From an optimization exercise on the open Yosys and OpenROAD flow, aimed at small area, a short achievable clock period and few clock cycles; shortcuts taken in it are not production practice.
Where RTL was checked, it was by simulation tests only, not by an equivalence proof against the original.
Power figures rest on the tool's default switching activity, not on a simulated workload.

==> 07-25 <==
// mdu_iter
module mdu_iter #(
  parameter int XLEN = 64
) (
  input  logic            clk,
  input  logic            resetn,
  input  logic            in_valid,
  output logic            in_ready,
  input  logic [2:0]      op,
  input  logic            is_word,
  input  logic [XLEN-1:0] a,
  input  logic [XLEN-1:0] b,
  input  logic            flush,
  output logic            out_valid,
  input  logic            out_ready,
  output logic [XLEN-1:0] result
);
clock: 10.0 ns
lec_check: 0
cap_margin: 30
core_margin: 2
core_utilization: 40
setup_slack_margin: 5
slew_margin: 30
run.sh (not shown) runs the stock make flow with config.mk's settings and CLKGATE_MAP_FILE= SYNTH_SCRIPT=/design/flow/synth_recipe.tcl, a recipe that flattens the netlist after the stock synthesis.
==> 09-26 (differences from 07-25) <==
--- a/flow/design.v
+++ b/flow/design.v
@@ -51,27 +51,26 @@
   input  logic            flush,
   output logic            out_valid,
   input  logic            out_ready,
   output logic [XLEN-1:0] result
 );
-  localparam logic [1:0] M_MUL = 2'd0, M_DIV = 2'd1, M_FIN = 2'd2, M_NDIV = 2'd3;
+  localparam logic [1:0] M_MUL = 2'd0, M_DIV = 2'd1, M_FIN = 2'd2;
   logic        c_valid, c_mul, c_word, c_hi, c_rem, c_sa, c_sb, c_nega, c_bz;
   logic [63:0] ca, cb;
   logic [6:0]  c_la, c_lb;
-  logic        c_prep, p_swap, p_nar;    
+  logic        c_prep, p_swap;       
   logic [6:0]  p_kk;
   logic [5:0]  p_cnt;
   logic         e_busy;
   logic [1:0]   e_mode;
   logic [5:0]   e_cnt;
   logic         e_word, e_hi, e_rem, e_neg;
   logic [127:0] acc;
   logic [65:0]  mq;
   logic [64:0]  xr;
-  logic [16:0]  dm1;                    
-  logic [18:0]  dm3;                    
-  logic         b_one, b_two, b_neg;    
+  logic [66:0]  x3;                     
+  logic         b_one, b_two, b_thr, b_four, b_neg;    
   logic        accept;
   logic        i_mul, i_sgna, i_sgnb, i_sa, i_sb;
   logic [63:0] xa, xb;
   logic [6:0]  i_la, i_lb;
   always_comb begin
@@ -92,102 +91,86 @@
   logic        c_negcyc, c_ready;
   logic [63:0] na;
   assign c_negcyc = c_valid & ~c_prep;
   assign c_ready  = c_valid & c_prep;
   assign na       = -ca;
-  logic        nar;
-  logic [5:0]  n2;
-  logic [16:0] dmld;
+  function automatic logic [4:0] mdig(input logic [6:0] l);
+    mdig = 5'd0;
+    for (int i = 0; i <= 64; i++)
+      if (l == 7'(i)) mdig = (i >= 62) ? 5'd0 : 5'((62 - i + 2) / 3);
+  endfunction
   logic [6:0]  lm, dsh, kk;
   logic [7:0]  dd;
   logic [5:0]  mj;
   logic        swap;
   logic [63:0] rin, rot, mhi;
+  logic [65:0] mq_ld;
+  logic [64:0] xld;
+  logic [66:0] x3ld;
   always_comb begin
     swap = (c_la > c_lb);           
     lm   = swap ? c_la : c_lb;
-    mj   = 6'((7'd64 - lm) >> 1);   
+    mj   = 6'(mdig(lm));            
     dd   = {1'b0, c_lb} - {7'd0, c_lb[6]} - {1'b0, c_la} + {7'd0, c_sa} + 8'd1;
     dsh  = (dd[7] || dd == 8'd0) ? 7'd1 : dd[6:0];
-    nar  = ({1'b0, c_lb} - {7'd0, c_lb[6]} >= 8'd48);
-    n2   = 6'((dsh + 7'd1) >> 1);
-    kk   = c_mul ? (7'd64 - {mj, 1'b0}) : nar ? (7'd64 - {n2, 1'b0}) : (7'd64 - dsh);
+    kk   = c_mul ? (7'd63 - 7'(mj) - {mj, 1'b0}) : (7'd64 - dsh);
     rin  = (c_mul && !p_swap) ? cb : ca;
     rot  = rin;
     for (int i = 0; i < 6; i++)
       if (p_kk[i]) rot = (rot << (1 << i)) | (rot >> (64 - (1 << i)));
     for (int i = 0; i < 64; i++)
       mhi[i] = ~p_kk[6] & (7'(i) >= p_kk);
-    dmld  = c_sb ? 17'(-cb[16:0]) : cb[16:0];
     mq_ld = {(p_kk == 7'd0) ? {2{p_swap ? c_sa : c_sb}} : rot[1:0], rot & mhi};
+    xld   = (c_mul && !p_swap) ? {c_sa, ca} : {c_sb, cb};
+    x3ld  = {{2{xld[64]}}, xld} + {xld[64], xld, 1'b0};
   end
   logic         last, step, r_free, consume, finish;
-  logic [2:0]   bb;
-  logic [65:0]  mq_ld;
-  logic         p_one, p_two, p_neg;
-  logic [67:0]  add_a, sel, pp, sum;
+  logic [67:0]  add_a, sel, pp, sum, x1e, x2e, x3e, x4e;
   logic [69:0]  sum_c;
-  logic         cout, qbit, ones, zeros;
+  logic         cout, qbit;
   logic [59:0]  up, up_i, up_d, up_n;
   logic [127:0] acc_mul;
+  logic [64:0]  wd;
   logic [63:0]  rem_n, quo_n, res_raw, res_w;
-  logic [17:0]  nw;
-  logic [19:0]  ns1, ns2, ns3;
-  logic [1:0]   nq;
-  logic [15:0]  nr;
-  always_comb begin
-    p_one = b_one;
-    p_two = b_two;
-    p_neg = b_neg;
+  always_comb begin
+    x1e = {{3{xr[64]}}, xr};
+    x2e = {{2{xr[64]}}, xr, 1'b0};
+    x3e = {x3[66], x3};
+    x4e = {xr[64], xr, 2'b00};
+    wd  = {acc[63:0], mq[63]};
     case (e_mode)
-      M_MUL:   add_a = {acc[65:0], 2'b00};
-      M_DIV:   add_a = {3'b000, acc[63:0], mq[63]};
+      M_MUL:   add_a = {acc[64:0], 3'b000};
+      M_DIV:   add_a = {3'b000, wd};
       default: add_a = 68'd0;
     endcase
-    sel = p_one ? {{3{xr[64]}}, xr} : p_two ? {{2{xr[64]}}, xr, 1'b0} : 68'd0;
-    pp  = p_neg ? ~sel : sel;
-    sum_c = {1'b0, add_a, 1'b1} + {1'b0, pp, p_neg};
+    sel = b_one ? x1e : b_two ? x2e : b_thr ? x3e : b_four ? x4e : 68'd0;
+    pp  = b_neg ? ~sel : sel;
+    sum_c = {1'b0, add_a, 1'b1} + {1'b0, pp, b_neg};
     sum   = sum_c[68:1];
     cout  = sum_c[69];
-    up = acc[125:66];
+    up   = acc[124:65];
     up_i = up + 60'd1;
     up_d = up - 60'd1;
     up_n = cout ? (pp[67] ? up : up_i) : (pp[67] ? up_d : up);
     acc_mul = {up_n, sum};
     qbit  = ~sum[67];
-    rem_n = qbit ? sum[63:0] : {acc[62:0], mq[63]};
+    rem_n = qbit ? sum[63:0] : wd[63:0];
     quo_n = {mq[62:0], qbit};
-    nw  = {acc[15:0], mq[63:62]};
-    ns1 = 20'(({2'b00, nw, 1'b1} + {~{3'b000, dm1}, 1'b1}) >> 1);
-    ns2 = 20'(({2'b00, nw, 1'b1} + {~{2'b00, dm1, 1'b0}, 1'b1}) >> 1);
-    ns3 = 20'(({2'b00, nw, 1'b1} + {~{1'b0, dm3}, 1'b1}) >> 1);
-    if (!ns3[19]) begin
-      nq = 2'd3; nr = ns3[15:0];
-    end else if (!ns2[19]) begin
-      nq = 2'd2; nr = ns2[15:0];
-    end else if (!ns1[19]) begin
-      nq = 2'd1; nr = ns1[15:0];
-    end else begin
-      nq = 2'd0; nr = nw[15:0];
-    end
-    if (e_mode == M_NDIV) begin
-      rem_n = {48'd0, nr};
-      quo_n = {mq[61:0], nq};
-    end
     case (e_mode)
       M_MUL:   res_raw = e_hi ? acc_mul[127:64] : acc_mul[63:0];
-      M_NDIV,
       M_DIV:   res_raw = e_rem ? rem_n : quo_n;
       default: res_raw = sum[63:0];
     endcase
     res_w = e_word ? {{32{res_raw[31]}}, res_raw[31:0]} : res_raw;
   end
-  function automatic logic [2:0] booth(input logic [2:0] t);
-    booth = {t[1] ^ t[0], (t == 3'b100) | (t == 3'b011), t[2] & ~(t[1] & t[0])};
+  function automatic logic [4:0] booth(input logic [3:0] t);
+    logic [2:0] m;
+    m = t[3] ? 3'(4 - (2 * t[2] + t[1] + t[0])) : 3'(2 * t[2] + t[1] + t[0]);
+    booth = {m == 3'd1, m == 3'd2, m == 3'd3, m == 3'd4, t[3] & (m != 3'd0)};
   endfunction
   logic div_neg;
-  assign div_neg = ((e_mode == M_DIV) | (e_mode == M_NDIV)) & e_neg;
+  assign div_neg = (e_mode == M_DIV) & e_neg;
   assign last    = e_busy & (e_cnt == 6'd0) & ~div_neg;
   assign step    = e_busy & ~last;
   assign r_free  = ~out_valid | out_ready;
   assign finish  = last & r_free;
   assign consume = c_ready & (~e_busy | finish);
@@ -239,57 +222,55 @@
       c_bz   <= (xb == 64'd0);
     end else if (c_negcyc) begin
       if (c_nega & ~c_bz) ca <= na;
       p_kk   <= kk;
       p_swap <= swap;
-      p_cnt  <= c_mul ? mj : nar ? (n2 - 6'd1) : 6'(dsh - 7'd1);
-      p_nar  <= nar;
+      p_cnt  <= c_mul ? mj : 6'(dsh - 7'd1);
     end
     if (consume) begin
       e_word <= c_word;
       e_hi   <= c_hi;
       e_rem  <= c_rem;
       if (c_mul) begin
         e_mode     <= M_MUL;
         e_cnt      <= p_cnt;
         acc        <= '0;
         mq         <= mq_ld;
-        {b_one, b_two, b_neg} <= booth(mq_ld[65:63]);
-        xr         <= p_swap ? {c_sb, cb} : {c_sa, ca};
+        {b_one, b_two, b_thr, b_four, b_neg} <= booth(mq_ld[65:62]);
+        xr         <= xld;
+        x3         <= x3ld;
         e_neg      <= 1'b0;
       end else if (c_bz) begin
         e_mode     <= M_FIN;
         e_cnt      <= 6'd0;
         xr         <= {1'b0, c_rem ? ca : {64{1'b1}}};
         e_neg      <= 1'b0;
-        {b_one, b_two, b_neg} <= 3'b100;
+        {b_one, b_two, b_thr, b_four, b_neg} <= 5'b10000;
       end else begin
-        e_mode     <= p_nar ? M_NDIV : M_DIV;
-        dm1        <= dmld;
-        dm3        <= {2'b00, dmld} + {1'b0, dmld, 1'b0};
+        e_mode     <= M_DIV;
         e_cnt      <= p_cnt;
         acc[63:0]  <= rot & ~mhi;
         mq[63:0]   <= rot & mhi;
-        xr         <= {c_sb, cb};
-        {b_one, b_two, b_neg} <= {2'b10, ~c_sb};
+        xr         <= xld;
+        {b_one, b_two, b_thr, b_four, b_neg} <= {4'b1000, ~c_sb};
         e_neg      <= c_rem ? c_sa : (c_sa ^ c_sb);
       end
     end else if (step) begin
       case (e_mode)
         M_MUL: begin
           acc   <= acc_mul;
-          mq    <= {mq[63:0], 2'b00};
-          {b_one, b_two, b_neg} <= booth(mq[63:61]);
+          mq    <= {mq[62:0], 3'b000};
+          {b_one, b_two, b_thr, b_four, b_neg} <= booth(mq[62:59]);
           e_cnt <= e_cnt - 6'd1;
         end
-        M_DIV, M_NDIV: begin
+        M_DIV: begin
           acc[63:0] <= rem_n;
           mq[63:0]  <= quo_n;
           if (e_cnt == 6'd0) begin
             xr     <= {1'b0, e_rem ? rem_n : quo_n};
             e_mode <= M_FIN;
-            {b_one, b_two, b_neg} <= 3'b101;
+            {b_one, b_two, b_thr, b_four, b_neg} <= 5'b10001;
           end else begin
             e_cnt <= e_cnt - 6'd1;
           end
         end
         default: ;
==> 04-07 (differences from 07-25) <==
--- a/flow/design.v
+++ b/flow/design.v
@@ -63,15 +63,16 @@
   logic         e_busy;
   logic [1:0]   e_mode;
   logic [5:0]   e_cnt;
   logic         e_word, e_hi, e_rem, e_neg;
   logic [127:0] acc;
-  logic [65:0]  mq;
+  logic [67:0]  mq;
   logic [64:0]  xr;
   logic [16:0]  dm1;                    
   logic [18:0]  dm3;                    
   logic         b_one, b_two, b_neg;    
+  logic         h_one, h_two, h_neg;    
   logic        accept;
   logic        i_mul, i_sgna, i_sgnb, i_sa, i_sb;
   logic [63:0] xa, xb;
   logic [6:0]  i_la, i_lb;
   always_comb begin
@@ -94,69 +95,72 @@
   assign c_negcyc = c_valid & ~c_prep;
   assign c_ready  = c_valid & c_prep;
   assign na       = -ca;
   logic        nar;
   logic [5:0]  n2;
-  logic [16:0] dmld;
   logic [6:0]  lm, dsh, kk;
   logic [7:0]  dd;
-  logic [5:0]  mj;
+  logic [5:0]  mj, m16;
   logic        swap;
   logic [63:0] rin, rot, mhi;
   always_comb begin
     swap = (c_la > c_lb);           
     lm   = swap ? c_la : c_lb;
     mj   = 6'((7'd64 - lm) >> 1);   
+    m16  = (mj + 6'd2) >> 1;        
     dd   = {1'b0, c_lb} - {7'd0, c_lb[6]} - {1'b0, c_la} + {7'd0, c_sa} + 8'd1;
     dsh  = (dd[7] || dd == 8'd0) ? 7'd1 : dd[6:0];
     nar  = ({1'b0, c_lb} - {7'd0, c_lb[6]} >= 8'd48);
     n2   = 6'((dsh + 7'd1) >> 1);
-    kk   = c_mul ? (7'd64 - {mj, 1'b0}) : nar ? (7'd64 - {n2, 1'b0}) : (7'd64 - dsh);
+    kk   = c_mul ? (7'd68 - {m16[4:0], 2'b00}) : nar ? (7'd64 - {n2, 1'b0}) : (7'd64 - dsh);
     rin  = (c_mul && !p_swap) ? cb : ca;
     rot  = rin;
     for (int i = 0; i < 6; i++)
       if (p_kk[i]) rot = (rot << (1 << i)) | (rot >> (64 - (1 << i)));
     for (int i = 0; i < 64; i++)
       mhi[i] = ~p_kk[6] & (7'(i) >= p_kk);
     dmld  = c_sb ? 17'(-cb[16:0]) : cb[16:0];
-    mq_ld = {(p_kk == 7'd0) ? {2{p_swap ? c_sa : c_sb}} : rot[1:0], rot & mhi};
+    mq_ld = {(p_kk == 7'd0) ? {4{p_swap ? c_sa : c_sb}} : rot[3:0], rot & mhi};
   end
   logic         last, step, r_free, consume, finish;
-  logic [2:0]   bb;
-  logic [65:0]  mq_ld;
-  logic         p_one, p_two, p_neg;
-  logic [67:0]  add_a, sel, pp, sum;
-  logic [69:0]  sum_c;
-  logic         cout, qbit, ones, zeros;
-  logic [59:0]  up, up_i, up_d, up_n;
+  logic [67:0]  mq_ld;
+  logic [67:0]  sel0, sel1, pp0, pp1;
+  logic [73:0]  wa, wb, wc, cs_s, cs_c, sum;
+  logic [74:0]  sum_c;
+  logic [67:0]  dsum;
+  logic [69:0]  dsum_c;
+  logic         qbit;
+  logic [55:0]  up, up_i, up_d, up_n;
   logic [127:0] acc_mul;
   logic [63:0]  rem_n, quo_n, res_raw, res_w;
   logic [17:0]  nw;
   logic [19:0]  ns1, ns2, ns3;
   logic [1:0]   nq;
   logic [15:0]  nr;
+  logic [16:0]  dmld;
   always_comb begin
-    p_one = b_one;
-    p_two = b_two;
-    p_neg = b_neg;
-    case (e_mode)
-      M_MUL:   add_a = {acc[65:0], 2'b00};
-      M_DIV:   add_a = {3'b000, acc[63:0], mq[63]};
-      default: add_a = 68'd0;
-    endcase
-    sel = p_one ? {{3{xr[64]}}, xr} : p_two ? {{2{xr[64]}}, xr, 1'b0} : 68'd0;
-    pp  = p_neg ? ~sel : sel;
-    sum_c = {1'b0, add_a, 1'b1} + {1'b0, pp, p_neg};
-    sum   = sum_c[68:1];
-    cout  = sum_c[69];
-    up = acc[125:66];
-    up_i = up + 60'd1;
-    up_d = up - 60'd1;
-    up_n = cout ? (pp[67] ? up : up_i) : (pp[67] ? up_d : up);
-    acc_mul = {up_n, sum};
-    qbit  = ~sum[67];
-    rem_n = qbit ? sum[63:0] : {acc[62:0], mq[63]};
+    sel0 = b_one ? {{3{xr[64]}}, xr} : b_two ? {{2{xr[64]}}, xr, 1'b0} : 68'd0;
+    pp0  = b_neg ? ~sel0 : sel0;
+    sel1 = h_one ? {{3{xr[64]}}, xr} : h_two ? {{2{xr[64]}}, xr, 1'b0} : 68'd0;
+    pp1  = h_neg ? ~sel1 : sel1;
+    wa   = {2'b00, acc[67:0], 1'b0, h_neg, 1'b0, b_neg};
+    wb   = {{4{pp1[67]}}, pp1, 2'b00};
+    wc   = {{6{pp0[67]}}, pp0};
+    cs_s = wa ^ wb ^ wc;
+    cs_c = ((wa & wb) | (wa & wc) | (wb & wc)) << 1;
+    sum_c = {1'b0, cs_s} + {1'b0, cs_c};
+    sum   = sum_c[73:0];
+    dsum_c = {1'b0, (e_mode == M_DIV) ? {3'b000, acc[63:0], mq[63]} : 68'd0, 1'b1} +
+             {1'b0, pp0, b_neg};
+    dsum   = dsum_c[68:1];
+    up   = acc[123:68];
+    up_i = up + 56'd1;
+    up_d = up - 56'd1;
+    up_n = sum[73] ? up_d : sum[72] ? up_i : up;
+    acc_mul = {up_n, sum[71:0]};
+    qbit  = ~dsum[67];
+    rem_n = qbit ? dsum[63:0] : {acc[62:0], mq[63]};
     quo_n = {mq[62:0], qbit};
     nw  = {acc[15:0], mq[63:62]};
     ns1 = 20'(({2'b00, nw, 1'b1} + {~{3'b000, dm1}, 1'b1}) >> 1);
     ns2 = 20'(({2'b00, nw, 1'b1} + {~{2'b00, dm1, 1'b0}, 1'b1}) >> 1);
     ns3 = 20'(({2'b00, nw, 1'b1} + {~{1'b0, dm3}, 1'b1}) >> 1);
@@ -175,11 +179,11 @@
     end
     case (e_mode)
       M_MUL:   res_raw = e_hi ? acc_mul[127:64] : acc_mul[63:0];
       M_NDIV,
       M_DIV:   res_raw = e_rem ? rem_n : quo_n;
-      default: res_raw = sum[63:0];
+      default: res_raw = dsum[63:0];
     endcase
     res_w = e_word ? {{32{res_raw[31]}}, res_raw[31:0]} : res_raw;
   end
   function automatic logic [2:0] booth(input logic [2:0] t);
     booth = {t[1] ^ t[0], (t == 3'b100) | (t == 3'b011), t[2] & ~(t[1] & t[0])};
@@ -239,11 +243,11 @@
       c_bz   <= (xb == 64'd0);
     end else if (c_negcyc) begin
       if (c_nega & ~c_bz) ca <= na;
       p_kk   <= kk;
       p_swap <= swap;
-      p_cnt  <= c_mul ? mj : nar ? (n2 - 6'd1) : 6'(dsh - 7'd1);
+      p_cnt  <= c_mul ? (m16 - 6'd1) : nar ? (n2 - 6'd1) : 6'(dsh - 7'd1);
       p_nar  <= nar;
     end
     if (consume) begin
       e_word <= c_word;
       e_hi   <= c_hi;
@@ -251,10 +255,11 @@
       if (c_mul) begin
         e_mode     <= M_MUL;
         e_cnt      <= p_cnt;
         acc        <= '0;
         mq         <= mq_ld;
+        {h_one, h_two, h_neg} <= booth(mq_ld[67:65]);
         {b_one, b_two, b_neg} <= booth(mq_ld[65:63]);
         xr         <= p_swap ? {c_sb, cb} : {c_sa, ca};
         e_neg      <= 1'b0;
       end else if (c_bz) begin
         e_mode     <= M_FIN;
@@ -275,12 +280,13 @@
       end
     end else if (step) begin
       case (e_mode)
         M_MUL: begin
           acc   <= acc_mul;
-          mq    <= {mq[63:0], 2'b00};
-          {b_one, b_two, b_neg} <= booth(mq[63:61]);
+          mq    <= {mq[63:0], 4'b0000};
+          {h_one, h_two, h_neg} <= booth(mq[63:61]);
+          {b_one, b_two, b_neg} <= booth(mq[61:59]);
           e_cnt <= e_cnt - 6'd1;
         end
         M_DIV, M_NDIV: begin
           acc[63:0] <= rem_n;
           mq[63:0]  <= quo_n;
- SETUP_SLACK_MARGIN: 5 -> 4
- TNS_END_PERCENT: not set -> 5
==> notes.md <==
item	04-07	09-26	07-25
Result of the run	finished clean	finished clean	finished clean
Layout Utilization	0.455	0.503	0.490
Layout cells sized above 1	0.0689	0.183	0.152
Launching instance or port of the critical path	e_mode[1]	b_four	c_mul
Internal reg-to-reg setup slack	3.90 ns	4.82 ns	4.86 ns
Buffers and inverters on the worst path	4	7	3
Final RePlAce weighted congestion	1.10	1.00	1.08
Number of design-rule violations left by the first detailed-router iteration	7796	7266	6377
Most frequent standard cell in the layout excluding fill and tap cells	sky130_fd_sc_hd__nand2_1	sky130_fd_sc_hd__nand2_1	sky130_fd_sc_hd__mux2i_1
Highest cell delay on the worst timing path	0.79 ns	0.45 ns	0.60 ns
Endpoint with the worst hold slack	e_word	e_hi	e_word
Diodes inserted	9	4	0
Drt first pass iters	7	7	9
Fmax	164 MHz	193 MHz	194 MHz
Most common cell in the netlist	sky130_fd_sc_hd__nand2_1	sky130_fd_sc_hd__nand2_1	sky130_fd_sc_hd__mux2i_1
Worst flop-to-flop path endpoint	result[20]	result[46]	b_one
Critical Path Sink	result[20]	result[46]	b_one
Comb_multi_in	5492	4942	4686
Vias in the first global route	51700	47700	46000
Largest clock skew in the final design	0.0311 ns	0.0367 ns	0.0363 ns
Met3 layer wire length in the routed design	31100 um	25000 um	27500 um
Switching part of the total power	0.382	0.376	0.363
Post-route design area	63600 um^2	65100 um^2	60600 um^2
Data-path buffer share of cell area in the final layout	0.0531	0.0892	0.0803
Testbench counts of 04-07, summed over its fixed seeds: cycles 55,286.
For 07-25 and 09-26, only the layout was checked, not whether the RTL still works.

## separate check: timing with driven ports
No port has a modelled driver above. Below, the same layouts with a new extraction and two added sets of constraints. Step 1 sets driving cells, clkbuf_16 on the clock port and buf_2 on the other inputs (assumed; they add their load-dependent delay and slew). Step 2 adds t to the input delays and takes it off the output delays; t is the mean of the earliest and latest rising clock arrival at the registers after step 1. Input paths then give back, and output paths get back, about the clock's delay inside the block. Slacks: ideal ports / drivers / drivers and shift; pairs: ideal ports / drivers.
| run | t (ns) | slack for setup (ns) | worst setup path at the end | latest minus earliest clock arrival (ns) | worst register clock-pin slew, ns |
|---|---|---|---|---|---|
| 07-25 | 0.734 | 4.855 / 4.855 / 4.434 | input to register | 0.037 / 0.036 | 0.07 / 0.07 |
| 09-26 | 0.738 | 4.823 / 4.823 / 4.341 | input to register | 0.037 / 0.037 | 0.06 / 0.06 |
| 04-07 | 0.765 | 3.896 / 3.896 / 3.493 | input to register | 0.032 / 0.032 | 0.07 / 0.07 |
After both steps every run listed still meets setup and hold. For 09-26, which loses most, drivers alone change the setup slack by 0.000 ns; drivers and shift together by -0.482 ns.
